This is an optimization exercise on Yosys and OpenROAD, whose aim is small area, not a production implementation. Function was checked by simulation only, so behaviour that the tests miss may differ from the original. No driver is modelled on the clock port, so clocking that relies on it looks cheaper here than on a real chip. Power and IR drop assume default switching activity.

lagoon:
==> module edge_top, before the edit <==
module edge_top (
    input  logic       clk,
    input  logic       reset,
    input  logic       i_byte_valid,
    input  logic [7:0] i_byte,
    output logic       o_out_valid,
    output logic [7:0] o_out_byte,
    output logic       o_frame_done
);
    logic [1:0] phase;    
    logic [6:0] pix;      
    logic [9:0] acc;      
    logic [7:0] prev;     
    wire ph_b = phase[1];
    wire ph_g = phase[0];
    wire bw   = i_byte_valid && ph_b;            
    function automatic logic [10:0] radd10(input logic [9:0] a, input logic [9:0] b, input logic ci);
        logic [10:0] r;
        logic c;
        c = ci;
        for (int i = 0; i < 10; i++) begin
            r[i] = a[i] ^ b[i] ^ c;
            c    = (a[i] & b[i]) | (a[i] & c) | (b[i] & c);
        end
        r[10] = c;
        radd10 = r;
    endfunction
    wire        ph_r  = !phase[1] && !phase[0];
    wire        take  = i_byte_valid;
    wire [9:0]  add_a = (take && ph_r) ? 10'd0 : acc;
    wire [9:0]  add_b = !take ? 10'd0 : ph_g ? {1'b0, i_byte, 1'b0} : {2'b00, i_byte};
    wire [10:0] sum_f = radd10(add_a, add_b, 1'b0);
    wire [9:0]  sum   = sum_f[9:0];
    wire [7:0] grey = sum[9:2];
    wire [10:0] d_f = radd10({2'b00, grey}, {2'b11, ~prev}, 1'b1);
    wire [8:0]  d   = d_f[8:0];
    wire       e    = d[8] ? (d[7:0] < 8'd232) : (d[7:0] > 8'd24);
    always_ff @(posedge clk) begin
        if (reset) begin
            phase <= 2'd0;
            pix   <= '0;
        end else if (i_byte_valid) begin
            phase <= ph_b ? 2'd0 : phase + 2'd1;
            if (ph_b)
                pix <= pix + 7'd1;
        end
    end
    always_ff @(posedge clk) begin
        acc <= sum;
        if (bw)
            prev <= grey;
    end
    logic [7:0] rc;
    logic [7:0] out_sr;
    wire        rd     = rc[7];
    wire        active = (rc != 8'd1);
    wire        e0     = bw && (pix == 7'd127);
    always_ff @(posedge clk) begin
        if (reset)
            rc <= 8'd1;
        else if (e0)
            rc <= 8'd124;
        else if (active)
            rc <= rc + 8'd1;
    end
    assign o_frame_done = (rc == 8'd0);
    assign o_out_valid  = o_frame_done || (rc[7] && rc[2:0] == 3'd0 && rc[6:3] != 4'd0);
    assign o_out_byte   = out_sr;
    logic x1, x2;
    logic [4:0] s0a;
    logic [7:0] s0b;
    wire wv = bw && (pix[3:0] != 4'd0);
    wire rv = rd && (rc[3:0] != 4'd0);
    always_ff @(posedge clk) begin
        if (bw && pix == 7'd1)
            x1 <= e;
        if (bw && pix == 7'd2)
            x2 <= e;
    end
    wire w0a = bw && (pix[6:3] == 4'd0) && (pix[2] || (pix[1] && pix[0]));
    wire r0a = rd && (rc[6:3] == 4'd0) && (rc[2] || (rc[1] && rc[0]));
    wire w0b = bw && (pix[6:3] == 4'd1);
    wire r0b = rd && (rc[6:3] == 4'd1);
    always_ff @(posedge clk) begin
        if (w0a || r0a)
            s0a <= {e, s0a[4:1]};
        if (w0b || r0b)
            s0b <= {e, s0b[7:1]};
    end
    logic [7:0] lsb;
    assign lsb[0] = rc[3] ? s0b[0] :
                    (rc[2:0] == 3'd1) ? x1 : (rc[2:0] == 3'd2) ? x2 : s0a[0];
    genvar k;
    generate
        for (k = 1; k < 8; k++) begin : g_row
            logic [14:0] s;
            wire wk = wv && (pix[6:4] == k);
            wire rk = rv && (rc[6:4] == k);
            always_ff @(posedge clk) begin
                if (wk || rk)
                    s <= {e, s[14:1]};
            end
            assign lsb[k] = s[0];
        end
    endgenerate
    wire ser = (rc[3:0] != 4'd0) && lsb[rc[6:4]];
    always_ff @(posedge clk)
        out_sr <= {ser, out_sr[7:1]};
endmodule
==> flow/config.mk <==
export PLATFORM = sky130hd
export DESIGN_NAME = edge_top
export DESIGN_NICKNAME = edge_top
export VERILOG_FILES = /design/flow/design.v
export SDC_FILE = /design/flow/constraint.sdc
export NUM_CORES = 4
export LEC_CHECK = 0
export CAP_MARGIN = 20
export CORE_MARGIN = 2
export CORE_UTILIZATION = 40
export SLEW_MARGIN = 20
==> flow/constraint.sdc <==
create_clock -name core_clock -period 10.0 [get_ports {clk}]
set_input_delay 2.0000 -clock core_clock [delete_from_list [all_inputs] [get_ports {clk}]]
set_output_delay 2.0000 -clock core_clock [all_outputs]
set_load 0.01 [all_outputs]
standard.sh (not shown) runs the stock make flow with config.mk's settings and CLKGATE_MAP_FILE= SYNTH_SCRIPT=/design/flow/synth_recipe.tcl, a recipe that flattens the netlist after the stock synthesis.
==> flow/flow/run.sh <==
#!/bin/bash
# The standard ORFS layout (standard.sh) with these changes:
#  - synthesis is the standard flow's (synth_recipe.tcl, the same passes and register
#    mapping), but abc maps the logic with an area-oriented script
#    (flow/abc_area.script) through flow/synth.tcl;
#  - port buffers use the smallest buffer (buf_1);
#  - CTS builds its tree from clkbuf_4 (root clkbuf_8) and adds no dummy loads;
#  - after CTS, fixclk.tcl upsizes any clock buffer whose flip-flop clock pins
#    would see a slew over LIMIT_PS (placement parasitics), then legalises.
# Each tool's output goes to a log file of its own in this folder.
set -euo pipefail
export MY_ABC_SCRIPT="$PWD/flow/abc_area.script"
ARGS=(
  "SYNTH_SCRIPT=$PWD/flow/synth.tcl"
  "BUFFER_PORTS_ARGS=-buffer_cell sky130_fd_sc_hd__buf_1"
  "CTS_ARGS=-sink_clustering_enable -repair_clock_nets -dont_use_dummy_load -root_buf sky130_fd_sc_hd__clkbuf_8 -buf_list sky130_fd_sc_hd__clkbuf_4"
)
bash standard.sh "${ARGS[@]}" cts > make_cts.log 2>&1
R=orfs/results/sky130hd/edge_top/base
PLATFORM_DIR="$FLOW_HOME/platforms/sky130hd" ODB="$R/4_1_cts.odb" SDC="$R/4_cts.sdc" \
  LIMIT_PS=122 DRYRUN=0 openroad -no_init -exit flow/fixclk.tcl > fixclk.log 2>&1
bash standard.sh "${ARGS[@]}" finish > make_finish.log 2>&1
Other scripts of this flow, unchanged in this note and not shown: flow/flow/abc_area.script, flow/flow/fixclk.tcl, flow/flow/synth.tcl
Here is what was changed in the inputs of indigo compared with lagoon.
--- a/flow/design.v
+++ b/flow/design.v
@@ -61,17 +61,28 @@
     wire [9:0]  sum   = sum_f[9:0];
     wire [7:0] grey = sum[9:2];
     wire [10:0] d_f = radd10({2'b00, grey}, {2'b11, ~prev}, 1'b1);
     wire [8:0]  d   = d_f[8:0];
-    wire       e    = d[8] ? (d[7:0] < 8'd232) : (d[7:0] > 8'd24);
+    wire       ge25  = d[7] | d[6] | d[5] | (d[4] & d[3] & (d[2] | d[1] | d[0]));
+    wire       ge232 = d[7] & d[6] & d[5] & (d[4] | d[3]);
+    wire       e     = d[8] ? !ge232 : ge25;
+    logic [7:0] pix_c;
+    logic [6:0] pix_inc;
+    always_comb begin
+        pix_c[0] = bw;
+        for (int i = 0; i < 7; i++) begin
+            pix_inc[i]  = pix[i] ^ pix_c[i];
+            pix_c[i+1]  = pix[i] & pix_c[i];
+        end
+    end
     always_ff @(posedge clk) begin
         if (reset) begin
             phase <= 2'd0;
             pix   <= '0;
-        end else if (i_byte_valid) begin
-            phase <= ph_b ? 2'd0 : phase + 2'd1;
-            if (ph_b)
-                pix <= pix + 7'd1;
+        end else begin
+            if (i_byte_valid)
+                phase <= ph_b ? 2'd0 : phase + 2'd1;
+            pix <= pix_inc;
         end
     end
     always_ff @(posedge clk) begin
         acc <= sum;
@@ -82,15 +93,24 @@
     logic [7:0] out_sr;
     wire        rd     = rc[7];
     wire        active = (rc != 8'd1);
     wire        e0     = bw && (pix == 7'd127);
+    logic [8:0] rc_c;
+    logic [7:0] rc_inc;
+    always_comb begin
+        rc_c[0] = active;
+        for (int i = 0; i < 8; i++) begin
+            rc_inc[i]  = rc[i] ^ rc_c[i];
+            rc_c[i+1]  = rc[i] & rc_c[i];
+        end
+    end
     always_ff @(posedge clk) begin
         if (reset)
             rc <= 8'd1;
         else if (e0)
             rc <= 8'd124;
-        else if (active)
-            rc <= rc + 8'd1;
+        else
+            rc <= rc_inc;
     end
     assign o_frame_done = (rc == 8'd0);
     assign o_out_valid  = o_frame_done || (rc[7] && rc[2:0] == 3'd0 && rc[6:3] != 4'd0);
     assign o_out_byte   = out_sr;
Notes after the runs:
- In summary, indigo completed successfully, with a layout that passed the timing, DRC and antenna checks.
- The master of the slowest instance on the critical path comes out fa_1 in one run and a22oi_1 in the other, namely in lagoon and indigo respectively.
- Relative to lagoon, the slew at the pin with the worst max-slew slack of indigo is lower by 0.010 ns.
- Per the comparison of indigo with lagoon, worst path setup slack after routing lower; average vias per placed instance lower; global-route met3 utilization higher; final cell count lower; number of tapcells lower.
- Proportion of power drawn by the clock network delta for indigo relative to lagoon: 0.2 points higher
- Routed wire length delta for indigo relative to lagoon: about 7% lower
- Delta (indigo minus lagoon): total chip power saw a decrease, final cell area excluding filler cells saw a decrease, share of the clock period used by the worst path saw an increase, setup TNS saw little to no change.
- The destination of the critical timing path comes out g_row[5].s[14]$_DFFE_PP_ in one run and s0b[7]$_DFFE_PP_ in the other, namely in indigo and lagoon respectively.

========
== job 103 ==
edge_top again, from the RTL that the note above started with.
Settings: LEC_CHECK=0, CAP_MARGIN=0, CORE_MARGIN=2, CORE_UTILIZATION=40, SLEW_MARGIN=0; clock period 10.0 ns.
==> flow/flow/run.sh <==
#!/bin/bash
# The standard ORFS layout (standard.sh) with these changes:
#  - synthesis is the standard flow's (synth_recipe.tcl, the same passes and register
#    mapping), but abc maps the logic with an area-oriented script
#    (flow/abc_area.script) through flow/synth.tcl;
#  - port buffers use the smallest buffer (buf_1);
#  - CTS builds its tree from clkbuf_4 (root clkbuf_8) and adds no dummy loads;
#  - after CTS, fixclk.tcl upsizes any clock buffer whose flip-flop clock pins
#    would see a slew over LIMIT_PS (placement parasitics), then legalises.
# Each tool's output goes to a log file of its own in this folder.
set -euo pipefail
export MY_ABC_SCRIPT="$PWD/flow/abc_area.script"
ARGS=(
  "SYNTH_SCRIPT=$PWD/flow/synth.tcl"
  "GPL_KEEP_OVERFLOW=0"
  "BUFFER_PORTS_ARGS=-buffer_cell sky130_fd_sc_hd__buf_1"
  "CTS_ARGS=-sink_clustering_enable -repair_clock_nets -dont_use_dummy_load -root_buf sky130_fd_sc_hd__clkbuf_8 -buf_list sky130_fd_sc_hd__clkbuf_4"
)
bash standard.sh "${ARGS[@]}" cts > make_cts.log 2>&1
R=orfs/results/sky130hd/edge_top/base
PLATFORM_DIR="$FLOW_HOME/platforms/sky130hd" ODB="$R/4_1_cts.odb" SDC="$R/4_cts.sdc" \
  LIMIT_PS=122 DRYRUN=0 openroad -no_init -exit flow/fixclk.tcl > fixclk.log 2>&1
bash standard.sh "${ARGS[@]}" finish > make_finish.log 2>&1
Other scripts of this flow, unchanged in this note and not shown: flow/flow/abc_area.script, flow/flow/fixclk.tcl, flow/flow/synth.tcl
Modified inputs, job 101 compared to job 103
diff --git a/flow/design.v b/flow/design.v
--- a/flow/design.v
+++ b/flow/design.v
@@ -63,13 +63,24 @@
     wire [10:0] d_f = radd10({2'b00, grey}, {2'b11, ~prev}, 1'b1);
     wire [8:0]  d   = d_f[8:0];
-    wire       e    = d[8] ? (d[7:0] < 8'd232) : (d[7:0] > 8'd24);
+    wire       ge25  = d[7] | d[6] | d[5] | (d[4] & d[3] & (d[2] | d[1] | d[0]));
+    wire       ge232 = d[7] & d[6] & d[5] & (d[4] | d[3]);
+    wire       e     = d[8] ? !ge232 : ge25;
+    logic [7:0] pix_c;
+    logic [6:0] pix_inc;
+    always_comb begin
+        pix_c[0] = bw;
+        for (int i = 0; i < 7; i++) begin
+            pix_inc[i]  = pix[i] ^ pix_c[i];
+            pix_c[i+1]  = pix[i] & pix_c[i];
+        end
+    end
     always_ff @(posedge clk) begin
         if (reset) begin
             phase <= 2'd0;
             pix   <= '0;
-        end else if (i_byte_valid) begin
-            phase <= ph_b ? 2'd0 : phase + 2'd1;
-            if (ph_b)
-                pix <= pix + 7'd1;
+        end else begin
+            if (i_byte_valid)
+                phase <= ph_b ? 2'd0 : phase + 2'd1;
+            pix <= pix_inc;
         end
     end
@@ -84,4 +95,13 @@
     wire        active = (rc != 8'd1);
     wire        e0     = bw && (pix == 7'd127);
+    logic [8:0] rc_c;
+    logic [7:0] rc_inc;
+    always_comb begin
+        rc_c[0] = active;
+        for (int i = 0; i < 8; i++) begin
+            rc_inc[i]  = rc[i] ^ rc_c[i];
+            rc_c[i+1]  = rc[i] & rc_c[i];
+        end
+    end
     always_ff @(posedge clk) begin
         if (reset)
@@ -89,6 +109,6 @@
         else if (e0)
             rc <= 8'd124;
-        else if (active)
-            rc <= rc + 8'd1;
+        else
+            rc <= rc_inc;
     end
     assign o_frame_done = (rc == 8'd0);
==> comparison <==
Job 101 completed every stage of the flow, and the final layout passed the timing, DRC and antenna checks. Compared job 101 vs job 103, and time the worst path needs with I/O delays and setup is up in job 101. Comparing job 103 and job 101, the lower highest ir drop seen on vdd was measured on job 103. Sequential power share, job 103 and job 101: larger value in job 101. Sort job 103 and job 101 by routed wire length desc -> top: job 103. Going from job 103 to job 101, synthesized instance count shrinks by 6.0%. Job 101 ended with less endpoint required time on the critical path than job 103. Job 101 — total power 0.018 mW lower, job 103 as reference. Job 101 gives less global-route usage than job 103 did. Combinational cell fraction of total power | job 101 below job 103. Min peak clock frequency supported by timing across job 103 and job 101: job 101. Job 101 vs. job 103: via count decreased 135; final cell count without fillers decreased 22; area after synthesis decreased 1.0%; clock insertion delay at the later pin of the skew report essentially unchanged.

==> re-timing with driven ports <==
Ports are ideal in the flow. The routed layouts listed here were re-timed in OpenROAD. Step 1, drivers: a clkbuf_16 drives clk and a buf_2 each remaining input, both assumed. Step 2 also shifts input and output timing later by t, the mid clock arrival at the registers, as if the neighbouring blocks saw the same clock. a / b / c = ideal / step 1 / step 2; a / b = the first two.
| run | t (ns) | slack for setup (ns) | worst setup path at the end | slew at the worst register clock pin (ns) | worst data-port slew with drivers (ns) |
|---|---|---|---|---|---|
| lagoon | 0.443 | 2.234 / 2.245 / 1.802 | input to register | 0.11 / 0.11 | 0.03 |
| indigo | 0.446 | 1.949 / 1.965 / 1.519 | input to register | 0.11 / 0.11 | 0.03 |
| job 103 | 0.437 | 2.267 / 2.275 / 1.838 | input to register | 0.12 / 0.12 | 0.03 |
| job 101 | 0.442 | 1.964 / 1.974 / 1.532 | input to register | 0.12 / 0.12 | 0.03 |
After both steps every run listed still meets setup and hold.
